This design comes from an exercise in tuning for small area on the open sky130 flow, not from production work. Only simulation tests tie the RTL to the original design; equivalence was not proved. Power and IR drop assume default switching activity.

==> flow/design.v (excerpt) <==
module lcd_rect_fill_streamer_top (
    input  wire logic                  i_clk,
    input  wire logic                  i_rst_n,
    input  wire logic                  i_req_valid,
    output logic                       i_req_ready,
    input  wire logic                  i_req_kind,
    input  wire logic signed [15:0]    i_req_origin_col,
    input  wire logic signed [15:0]    i_req_origin_row,
    input  wire logic signed [15:0]    i_req_rect_width,
    input  wire logic signed [15:0]    i_req_rect_height,
    input  wire logic [15:0]           i_req_fill_color,
    output logic                       o_res_valid,
    input  wire logic                  o_res_ready,
    output logic [1:0]                 o_res_status,
    output logic [7:0]                 o_res_spi_byte,
    output logic                       o_res_is_data,
    output logic                       o_res_release_select,
    output logic                       o_res_fill_done,
    input  wire logic                  psel,
    input  wire logic                  penable,
    input  wire logic                  pwrite,
    input  wire logic [lrf_pkg::CFG_ADDR_W-1:0] paddr,
    input  wire logic [31:0]           pwdata,
    output logic [31:0]                prdata,
    output logic                       pready
);
==> flow/config.mk <==
export PLATFORM = sky130hd
export DESIGN_NAME = lcd_rect_fill_streamer_top
export DESIGN_NICKNAME = lcd_rect_fill_streamer_top
export VERILOG_FILES = /design/flow/design.v
export SDC_FILE = /design/flow/constraint.sdc
export NUM_CORES = 4
export LEC_CHECK = 0
export CAP_MARGIN = 20
export CORE_MARGIN = 2
export CORE_UTILIZATION = 60
export SLEW_MARGIN = 20
==> flow/constraint.sdc <==
create_clock -name core_clock -period 10.0 [get_ports {i_clk}]
set_input_delay 2.0000 -clock core_clock [delete_from_list [all_inputs] [get_ports {i_clk}]]
set_output_delay 2.0000 -clock core_clock [all_outputs]
set_load 0.01 [all_outputs]
standard.sh (not shown) runs the stock make flow with config.mk's settings and CLKGATE_MAP_FILE= SYNTH_SCRIPT=/design/flow/synth_recipe.tcl, a recipe that flattens the netlist after the stock synthesis.
==> flow/flow/run.sh <==
#!/bin/bash
# Layout flow: the standard synthesis, then the same synthesis with an area-oriented
# ABC script; its netlist is used if its registers match the standard one exactly (names
# and cell types). Then the standard ORFS layout, with port buffers of the smallest cell.
set -uo pipefail
HERE=$PWD
RES=$HERE/orfs/results/$FLOW_PLATFORM/lcd_rect_fill_streamer_top/base

bash standard.sh synth > std_synth.log 2>&1 || exit 1
cp $RES/1_2_yosys.v std_1_2_yosys.v

export MY_ABC_SCRIPT=$HERE/flow/area.abc
make -C $FLOW_HOME DESIGN_CONFIG=$HERE/config.mk WORK_HOME=$HERE/area_orfs CLKGATE_MAP_FILE= \
  SYNTH_SCRIPT=$HERE/flow/my_synth.tcl synth > area_synth.log 2>&1
AREA_NET=$HERE/area_orfs/results/$FLOW_PLATFORM/lcd_rect_fill_streamer_top/base/1_2_yosys.v

if [[ -s $AREA_NET ]]; then
  python3 flow/regs.py std_1_2_yosys.v > regs_std.txt
  python3 flow/regs.py $AREA_NET > regs_area.txt
  if [[ -s regs_std.txt ]] && cmp -s regs_std.txt regs_area.txt; then
    echo "using area netlist" > choice.log
    cp $AREA_NET $RES/1_2_yosys.v
    rm -f $RES/1_synth.odb $RES/1_synth.sdc
  else
    echo "registers differ; using standard netlist" > choice.log
  fi
else
  echo "area synthesis failed; using standard netlist" > choice.log
fi

export BUFFER_PORTS_ARGS="-buffer_cell sky130_fd_sc_hd__buf_1"
# One tie cell per constant instead of one per constant output port.
export SKIP_REPAIR_TIE_FANOUT=1
# Clock tree from a few mid-size buffers over large sink clusters, without dummy loads.
export CTS_ARGS="-sink_clustering_enable -repair_clock_nets -buf_list sky130_fd_sc_hd__clkbuf_8 -root_buf sky130_fd_sc_hd__clkbuf_8 -sink_clustering_size 25 -sink_clustering_max_diameter 100 -dont_use_dummy_load"
bash standard.sh finish > standard_flow.log 2>&1
Other scripts of this flow, unchanged in this note and not shown: flow/flow/area.abc, flow/flow/my_synth.tcl, flow/flow/regs.py
The starting point finished with timing, DRC and antenna clean.
Next try:
- CORE_UTILIZATION: 60 -> 40
Combinational power barely changes.
Cell area goes up by 1.5%.
Clock power stays flat.
Clock skew is about the same.
Synthesized area does not change.
Wire length is higher by 6.4%.
Maximum frequency barely changes.
Clock-buffer cell count is unchanged.
Global-route usage is lower by 8.2 points.
Setup slack gains 0.0060 ns.
Next try:
- CORE_UTILIZATION: 40 -> 75
After rerunning: The new run completed with no timing, DRC or antenna violations. Register-to-register slack loses 0.70 ns. Clock skew decreases by 0.0053 ns. Final area decreases slightly. Non-clock buffer count decreases by 3. Setup slack loses 0.70 ns. Power increases slightly. Wire length increases by a few percent. Synthesized area does not change.
Next try:
- CORE_UTILIZATION: 75 -> 40
- GPL_TIMING_DRIVEN: unset -> 0
Utilization decreases by 39 points.
First-iteration DRC count goes down by 36%.
Count of clock-buffer cells in the layout is unchanged.
Maximum frequency shrinks by about 0.6%.
Critical path depth went down by 1.
Worst setup slack is worse by 0.052 ns.
Hold slack loses 0.0057 ns.

separate check: timing with driven ports:
In the flow no input, the clock included, has a driving cell. The finished layouts below were timed again as built, in two steps.
Step 1 (the two cells are an assumption about what drives the block):
set clk [get_ports {i_clk}]
set_driving_cell -lib_cell sky130_fd_sc_hd__clkbuf_16 $clk
set_driving_cell -lib_cell sky130_fd_sc_hd__buf_2 [delete_from_list [all_inputs] $clk]
Step 2 moves the port delays by t, midway between the first and last clock arrival at a register: inputs arrive t later, outputs are due t later. That takes back most of the time a late clock gives input paths.
Three values: ideal, step 1, step 2; two values: the first two.
run	t (ns)	slack for setup (ns)	worst hold slack (ns)	latest minus earliest clock arrival (ns)	cell pins on the clock port's net
the first run	0.386	1.827 / 1.827 / 1.827	0.479 / 0.479 / 0.479	0.023 / 0.024	1
the second run	0.416	1.833 / 1.833 / 1.833	0.500 / 0.500 / 0.500	0.026 / 0.026	1
the third run	0.391	1.134 / 1.134 / 1.134	0.511 / 0.511 / 0.511	0.021 / 0.020	1
the fourth run	0.414	1.082 / 1.082 / 1.082	0.505 / 0.505 / 0.505	0.024 / 0.024	1
After both steps every run listed still meets setup and hold.
